This is an optimization exercise on Yosys and OpenROAD, whose aim is small area and a short achievable clock period, not a production implementation.
The RTL was checked by simulation tests, not by an equivalence proof against the original design.
No activity file was given, so power comes from the tool's default toggle rates.

## flow/config.mk

```make
export PLATFORM = sky130hd
export DESIGN_NAME = probe_top
export DESIGN_NICKNAME = probe_top
export VERILOG_FILES = /design/flow/design.v
export SDC_FILE = /design/flow/constraint.sdc
export NUM_CORES = 4
export LEC_CHECK = 0
export CAP_MARGIN = 20
export CORE_MARGIN = 2
export CORE_UTILIZATION = 40
export SLEW_MARGIN = 20
```

## flow/constraint.sdc

```tcl
create_clock -name core_clock -period 3.75 [get_ports {mai}]
set_input_delay 0.7500 -clock core_clock [delete_from_list [all_inputs] [get_ports {mai}]]
set_output_delay 0.7500 -clock core_clock [all_outputs]
set_load 0.01 [all_outputs]
```

## flow/design.v

```verilog
`default_nettype none
package probe_pkg;
	localparam int ADDR_W = 8;
	localparam int DATA_W = 8;
	localparam int DIV_W  = 24;
	localparam int SEL_W  = 8;
	localparam logic [ADDR_W-1:0] REG_PIN_SEL0  = 8'h00;
	localparam logic [ADDR_W-1:0] REG_DATA      = 8'h01;
	localparam logic [ADDR_W-1:0] REG_IDX_RESET = 8'h02;
	localparam logic [ADDR_W-1:0] REG_ARM       = 8'h03;
	localparam logic [ADDR_W-1:0] REG_PIN_SEL1  = 8'h04;
	localparam logic [ADDR_W-1:0] REG_DIV0      = 8'h05;
	localparam logic [ADDR_W-1:0] REG_DIV1      = 8'h08;
	localparam logic [ADDR_W-1:0] REG_DIV2      = 8'h09;
	localparam logic [ADDR_W-1:0] REG_READY     = 8'h0E;
	typedef struct packed {
		logic [ADDR_W-1:0] addr;
		logic              wr;
		logic [DATA_W-1:0] wdata;
	} host_req_t;
	typedef struct packed {
		logic [SEL_W-1:0] pin_sel0;
		logic [SEL_W-1:0] pin_sel1;
		logic [DIV_W-1:0] divider;
	} probe_cfg_t;
	typedef struct packed {
		logic       we;
		logic [7:0] addr;
		logic [7:0] byte0;
		logic [7:0] byte1;
	} cap_wr_t;
endpackage
`default_nettype wire
`timescale 1ns/1ns
`default_nettype none
import probe_pkg::*;
module capture_buffer #(
	parameter int SAMPLE_BYTES = 128
) (
	input  logic                         mai,
	input  probe_pkg::cap_wr_t           wr,
	input  logic [7:0]                   rd_index,
	output logic [probe_pkg::DATA_W-1:0] rd_byte
);
	localparam int IDX_W = $clog2(SAMPLE_BYTES);
	logic [DATA_W-1:0] mem0 [SAMPLE_BYTES];
	logic [DATA_W-1:0] mem1 [SAMPLE_BYTES];
	logic [IDX_W-1:0] wr_entry;
	logic [IDX_W-1:0] rd_entry;
	logic             rd_chan;
	assign wr_entry = wr.addr[IDX_W-1:0];
	assign rd_entry = rd_index[IDX_W-1:0];
	assign rd_chan  = rd_index[7];
	always_ff @(posedge mai) begin
		if (wr.we) begin
			mem0[wr_entry] <= wr.byte0;
			mem1[wr_entry] <= wr.byte1;
		end
	end
	always_ff @(posedge mai) begin
		if (rd_chan) begin
			rd_byte <= mem1[rd_entry];
		end else begin
			rd_byte <= mem0[rd_entry];
		end
	end
endmodule
`default_nettype wire
`timescale 1ns/1ns
`default_nettype none
import probe_pkg::*;
module pin_sampler #(
	parameter int PROBE_WIDTH  = 16,
	parameter int SAMPLE_BYTES = 128
) (
	input  logic                  mai,
	input  logic                  voltage_idx_reset,
	input  probe_pkg::probe_cfg_t cfg,
	input  logic                  arm,
	input  logic [PROBE_WIDTH-1:0] probe_pins,
	output probe_pkg::cap_wr_t    wr,
	output logic                  ready
);
	localparam int         PIN_SPACE = 2 ** SEL_W;
	localparam logic [7:0] LAST_BYTE = 8'(SAMPLE_BYTES - 1);
	logic [PIN_SPACE-1:0] pins_ext;
	logic                 pin0;
	logic                 pin1;
	logic             capturing;
	logic [DIV_W-1:0] div_cnt;
	logic [2:0]       bit_cnt;
	logic [7:0]       byte_addr;
	logic             tick;
	logic             store;
	logic [7:0] shift0;
	logic [7:0] shift1;
	logic       wr_we;
	logic [7:0] wr_addr;
	logic [7:0] wr_byte0;
	logic [7:0] wr_byte1;
	assign pins_ext = PIN_SPACE'(probe_pins);
	assign pin0     = pins_ext[cfg.pin_sel0];
	assign pin1     = pins_ext[cfg.pin_sel1];
	assign tick  = capturing && (div_cnt >= cfg.divider);
	assign store = tick && (bit_cnt == 3'd7);
	always_ff @(posedge mai) begin
		if (voltage_idx_reset) begin
			capturing <= 1'b0;
			ready     <= 1'b0;
			div_cnt   <= '0;
			bit_cnt   <= '0;
			byte_addr <= '0;
			wr_we     <= 1'b0;
		end else if (arm) begin
			capturing <= 1'b1;
			ready     <= 1'b0;
			div_cnt   <= '0;
			bit_cnt   <= '0;
			byte_addr <= '0;
			wr_we     <= 1'b0;
		end else begin
			wr_we <= store;
			if (capturing) begin
				div_cnt <= tick ? '0 : div_cnt + 1'b1;
			end
			if (tick) begin
				bit_cnt <= bit_cnt + 3'd1;
			end
			if (store) begin
				byte_addr <= byte_addr + 8'd1;
				if (byte_addr == LAST_BYTE) begin
					capturing <= 1'b0;
					ready     <= 1'b1;
				end
			end
		end
	end
	always_ff @(posedge mai) begin
		if (tick) begin
			shift0 <= {shift0[6:0], pin0};
			shift1 <= {shift1[6:0], pin1};
		end
		if (store) begin
			wr_addr  <= byte_addr;
			wr_byte0 <= {shift0[6:0], pin0};
			wr_byte1 <= {shift1[6:0], pin1};
		end
	end
	assign wr = {wr_we, wr_addr, wr_byte0, wr_byte1};
endmodule
`default_nettype wire
`timescale 1ns/1ns
`default_nettype none
import probe_pkg::*;
module probe_regs (
	input  logic                         mai,
	input  logic                         voltage_idx_reset,
	input  logic                         req,
	input  probe_pkg::host_req_t         host_in,
	output logic                         ack,
	output logic [probe_pkg::DATA_W-1:0] rdata,
	output probe_pkg::probe_cfg_t        cfg,
	output logic                         arm,
	input  logic                         ready,
	output logic [7:0]                   rd_index,
	input  logic [probe_pkg::DATA_W-1:0] rd_byte
);
	typedef enum logic [2:0] {
		ST_IDLE,
		ST_WAIT1,
		ST_WAIT2,
		ST_ACK,
		ST_DROP
	} hs_state_t;
	hs_state_t         state;
	logic              access;
	logic              is_wr;
	logic              is_rd;
	logic [DATA_W-1:0] rd_mux;
	assign access = (state == ST_WAIT2);
	assign is_wr  = access && host_in.wr;
	assign is_rd  = access && !host_in.wr;
	assign ack    = (state == ST_ACK) || (state == ST_DROP);
	assign arm    = is_wr && (host_in.addr == REG_ARM);
	always_ff @(posedge mai) begin
		if (voltage_idx_reset) begin
			state <= ST_IDLE;
		end else begin
			case (state)
				ST_IDLE:  if (req) state <= ST_WAIT1;
				ST_WAIT1: state <= ST_WAIT2;
				ST_WAIT2: state <= ST_ACK;
				ST_ACK:   if (!req) state <= ST_DROP;
				ST_DROP:  state <= ST_IDLE;
				default:  state <= ST_IDLE;
			endcase
		end
	end
	always_ff @(posedge mai) begin
		if (voltage_idx_reset) begin
			cfg.pin_sel0 <= '0;
			cfg.pin_sel1 <= SEL_W'(2);
			cfg.divider  <= '0;
		end else if (is_wr) begin
			case (host_in.addr)
				REG_PIN_SEL0: cfg.pin_sel0 <= host_in.wdata;
				REG_PIN_SEL1: cfg.pin_sel1 <= host_in.wdata;
				REG_DIV0:     cfg.divider[7:0] <= host_in.wdata;
				REG_DIV1:     cfg.divider[15:8] <= host_in.wdata;
				REG_DIV2:     cfg.divider[23:16] <= host_in.wdata;
				default:      ;
			endcase
		end
	end
	always_ff @(posedge mai) begin
		if (voltage_idx_reset) begin
			rd_index <= '0;
		end else if (is_wr && (host_in.addr == REG_IDX_RESET)) begin
			rd_index <= '0;
		end else if (is_rd && (host_in.addr == REG_DATA)) begin
			rd_index <= rd_index + 8'd1;
		end
	end
	always_comb begin
		case (host_in.addr)
			REG_PIN_SEL0: rd_mux = cfg.pin_sel0;
			REG_PIN_SEL1: rd_mux = cfg.pin_sel1;
			REG_DIV0:     rd_mux = cfg.divider[7:0];
			REG_DIV1:     rd_mux = cfg.divider[15:8];
			REG_DIV2:     rd_mux = cfg.divider[23:16];
			REG_READY:    rd_mux = {{(DATA_W - 1){1'b0}}, ready};
			REG_DATA:     rd_mux = rd_byte;
			default:      rd_mux = '0;
		endcase
	end
	always_ff @(posedge mai) begin
		if (voltage_idx_reset) begin
			rdata <= '0;
		end else if (is_rd) begin
			rdata <= rd_mux;
		end
	end
endmodule
`default_nettype wire
`timescale 1ns/1ns
`default_nettype none
import probe_pkg::*;
module probe_top #(
	parameter int PROBE_WIDTH  = 16,
	parameter int SAMPLE_BYTES = 128
) (
	input  logic                         mai,
	input  logic                         voltage_idx_reset,
	input  logic                         req,
	input  probe_pkg::host_req_t         host_in,
	output logic                         ack,
	output logic [probe_pkg::DATA_W-1:0] rdata,
	input  logic [PROBE_WIDTH-1:0]       probe_pins
);
	probe_pkg::probe_cfg_t cfg;
	logic              arm;
	logic              ready;
	probe_pkg::cap_wr_t cap_wr;
	logic [7:0]        rd_index;
	logic [DATA_W-1:0] rd_byte;
	probe_regs u_regs (
		.mai               (mai),
		.voltage_idx_reset (voltage_idx_reset),
		.req               (req),
		.host_in           (host_in),
		.ack               (ack),
		.rdata             (rdata),
		.cfg               (cfg),
		.arm               (arm),
		.ready             (ready),
		.rd_index          (rd_index),
		.rd_byte           (rd_byte)
	);
	pin_sampler #(
		.PROBE_WIDTH  (PROBE_WIDTH),
		.SAMPLE_BYTES (SAMPLE_BYTES)
	) u_sampler (
		.mai               (mai),
		.voltage_idx_reset (voltage_idx_reset),
		.cfg               (cfg),
		.arm               (arm),
		.probe_pins        (probe_pins),
		.wr                (cap_wr),
		.ready             (ready)
	);
	capture_buffer #(
		.SAMPLE_BYTES (SAMPLE_BYTES)
	) u_buffer (
		.mai      (mai),
		.wr       (cap_wr),
		.rd_index (rd_index),
		.rd_byte  (rd_byte)
	);
endmodule
`default_nettype wire
```

## flow/run.sh

```bash
#!/bin/bash
# synth_recipe.tcl (not shown) runs the flow's synth.tcl, then flattens the netlist and writes it again
# the make line also repeats each setting of config.mk as NAME=value (left out here)
make -C /OpenROAD-flow-scripts/flow DESIGN_CONFIG=/design/flow/config.mk WORK_HOME=/design/flow/orfs CLKGATE_MAP_FILE= SYNTH_SCRIPT=/design/flow/synth_recipe.tcl finish
```

==> notes.md <==
layer usage:
metal,part of all wire,routed length [um]
met4,0.027,5520
met2,0.48,100000
met5,0.000063,13
met3,0.062,12800
met1,0.43,89100
stage by stage:
stage,cells,hold WS [ns],cell area [sq um],setup slack (ns)
after floorplan,4102,0.400,84500,0.567
after global placement,7053,0.406,90400,0.262
after CTS,7444,0.312,97300,0.246
final,7448,0.395,97300,0.311
after global routing,7446,0.375,97300,0.0327
after detailed placement,7053,0.416,90400,0.263
power by group:
part	switching [uW]	total [uW]	leakage, uW	internal [uW]
Combinational	75.5	136	0.00628	60.9
Sequential	5.15	26400	0.0196	26400
Clock	9100	21200	0.00338	12100
cell usage in the layout, fill, tap and decap left out, types with 29 or more instances in the layout:
master and n:
dfxtp_1 109, clkbuf_16 215, clkinv_2 38, edfxtp_1 2085, a21oi_1 125, clkbuf_1 56
buf_12 43, buf_4 285, clkdlybuf4s50_1 43, ha_1 29, mux4_2 482, nor3_1 29
nor2_1 191, inv_1 30, nand3_1 79, mux2i_1 96, nand2_1 86, a211oi_1 32
clkinv_1 37, a22oi_1 125, o22ai_1 80
layout make-up:
cell class | instances | area (sq um) | area share
Clock buffer | 278 | 5690 | 0.0584
Tap cell | 2805 | 3510 | 0.0361
Multi-Input combinational cell | 1648 | 18400 | 0.190
Inverter | 30 | 113 | 0.00116
Antenna cell | 3 | 7.51 | 0.0000771
Timing Repair Buffer | 374 | 3470 | 0.0357
Sequential cell | 2197 | 64900 | 0.666
Clock inverter | 113 | 1220 | 0.0125
state kept, by name, indices dropped and copies added (netlist names), 8 cells and up, named ones only:
name,count
u_sampler.div_cnt,24
u_buffer.mem0,1024
u_regs.cfg,40
u_regs.rd_index,8
u_sampler.wr_byte0,8
u_sampler.wr_byte1,8
u_regs.rdata,8
u_buffer.rd_byte,8
u_sampler.byte_addr,8
u_buffer.mem1,1024
critical path, stage by stage (launching register included):
cell and delay, ns:
dfxtp_4 0.83, buf_12 0.35, buf_4 0.35, mux4_2 0.58
a22oi_1 0.15, a21oi_1 0.18, o41ai_1 0.51, buf_4 0.25
nor3_1 0.05
logic make-up after synthesis:
logic type	after synthesis	share of synthesized area
AO/OA/AOI/OAI	491	0.0396
XOR/XNOR	30	0.00311
adder cells (fa/ha/maj)	29	0.00429
buffers and inverters	257	0.0152
flip-flops	2197	0.767
multiplexers	578	0.140
AND/OR/NAND/NOR	520	0.0304
worst max path at each step:
stage | to | slack [ns]
final | u_buffer.rd_byte[7] | 0.31
after floorplan | u_sampler.wr_addr[0] | 0.57
after global routing | u_buffer.rd_byte[7] | 0.03
after CTS | u_buffer.rd_byte[7] | 0.25
after global placement | u_buffer.rd_byte[7] | 0.26
after detailed placement | u_buffer.rd_byte[7] | 0.26
==> results.yml <==
synth:
  synth_cell_types: 69
  synth_edf_count: 2085
  netlist_top_cells_area: "edfxtp_1 (74%), mux4_2 (13%), dfxtp_1 (2.7%)"
  ys.flop_type: "edfxtp_1"
  yosysTopAreaCellShare: 0.741
  seq_area_frac_synth: 0.767
  yosys_warnings: 3
  mappedNetlistNets: 4167
  yosys.area.top_type: "edfxtp_1"
  netlist_instances: 4102
  async_reset_ff_frac: 0
  synthTopCellsByCount: "edfxtp_1 (2085), mux4_2 (482), nor2_1 (197), a21oi_1 (125), a22oi_1 (125)"
  syn-cell-area_sq_um: 84500
  syn_area_per_cell_sq_um: 20.6
  post-synth-top-count-cell: "edfxtp_1"
  synth-seq-cells: 2197
die:
  die_area_sq_um: 215000
  coreArea_sq_um: 210000
  io_pins: 45
  die_w_um: 464
  initial_core_util: 0.403
  die_y_um: 464
  num_rows: 168
drt:
  wl_per_cell_um: 27.9
  wl_um: 208000
  ant_nets: 0
  drt_iter0_drc: 4668
  drc: 0
  vias_per_cell: 5.66
  vias: 42200
  dr.pass1.iters: 10
power_and_ir_drop:
  p_leak_uw: 0.0293
  power.density_nw_per_um2: 491
  finalPower_uw: 47800
  peakVddDrop_mv: 0.519
place:
  gp_congestion: 0.841
  portBuffers: 44
  dp_hpwl_um: 125000
timing:
  final-max-slew-violation-count: 0
  finalCriticalPeriod_ns: 3.44
  final.setup_skew_ns: 0.0724
  maxSlewHeadroom: 0.240
  tightest_slew_ns: 1.14
  fin_crit_sh: 0.917
  hold_viol_final: 0
  setup_viol: 0
  fmax_ghz: 0.291
  tns_ns: 0
  rsz0062_at_grt: "false"
global_routing:
  use_met3: 0.0297
  use_met1: 0.271
  grt_max_degree: 129
  grt_usage: 0.191
  top_usage_layer: "met2"
  grt_pass1_wl_um: 300000
  grt_overflow_total: 0
  grt_pass1_vias: 42000
  antenna_found_initial: 4
  use_met2: 0.306
job:
  maxCapViolCount: 0
cells_and_area:
  fin_nets: 4527
  fillCellCount: 17600
  drive_gt1_frac: 0.247
  final_util: 0.464
  syn2layout_area_growth_pct: 15.2
worst_setup_path:
  cp-start-kind: "register"
  worstReg2RegEnd: "u_buffer.rd_byte[7]"
  path_class: "register to register"
  cp.arrival_ns: 4.17
  r2r_slack_ns: 0.31
  cp.required_ns: 4.48
  reg2reg_depth: 8
  crit_fanout: 35
  end_kind: "register"
cts:
  cts_buffers: 211
  cts_tree: "built"
  ctsResizeCount: 0
  clk_pin_slew_ns: 0.06
  insertion_delay_ns: 0.86
  cts_hold_buf: 0
  cts_max_level: 4
  cts_sinks: 2197
  cts-root-buf: "clkbuf_16"
  cts_buffer_depth: 3
  cts_setup_buffers: 0
worst_hold_path:
  hold_path_end: "u_sampler.byte_addr[6]"
  holdPathStages: 4
  hold_path_class: "primary input to register"
  min-delay-start: "voltage_idx_reset"
status:
  outcome: "finished clean"

## what the ideal ports hide
The results above use ideal ports. As a check the final layout listed here was re-extracted and re-timed, cells and wires unchanged. Step 1: set_driving_cell puts a clkbuf_16 on mai and a buf_2 on each other input, an assumption about the parent block. Step 2 times the ports against the registers' clock, not the clock port: input delays grow and output delays shrink by t, the midpoint of the rising clock arrivals with the driver on. Slacks: ideal ports / drivers / drivers and shift; pairs: ideal ports / drivers.
shift t [ns]: 0.912
setup WS [ns]: 0.311 / 0.311 / 0.311
worst register clock-pin slew, ns: 0.07 / 0.07
After both steps this run still meets setup and hold. The setup slack of this run moves by 0.000 ns with the drivers and by 0.000 ns with both steps.
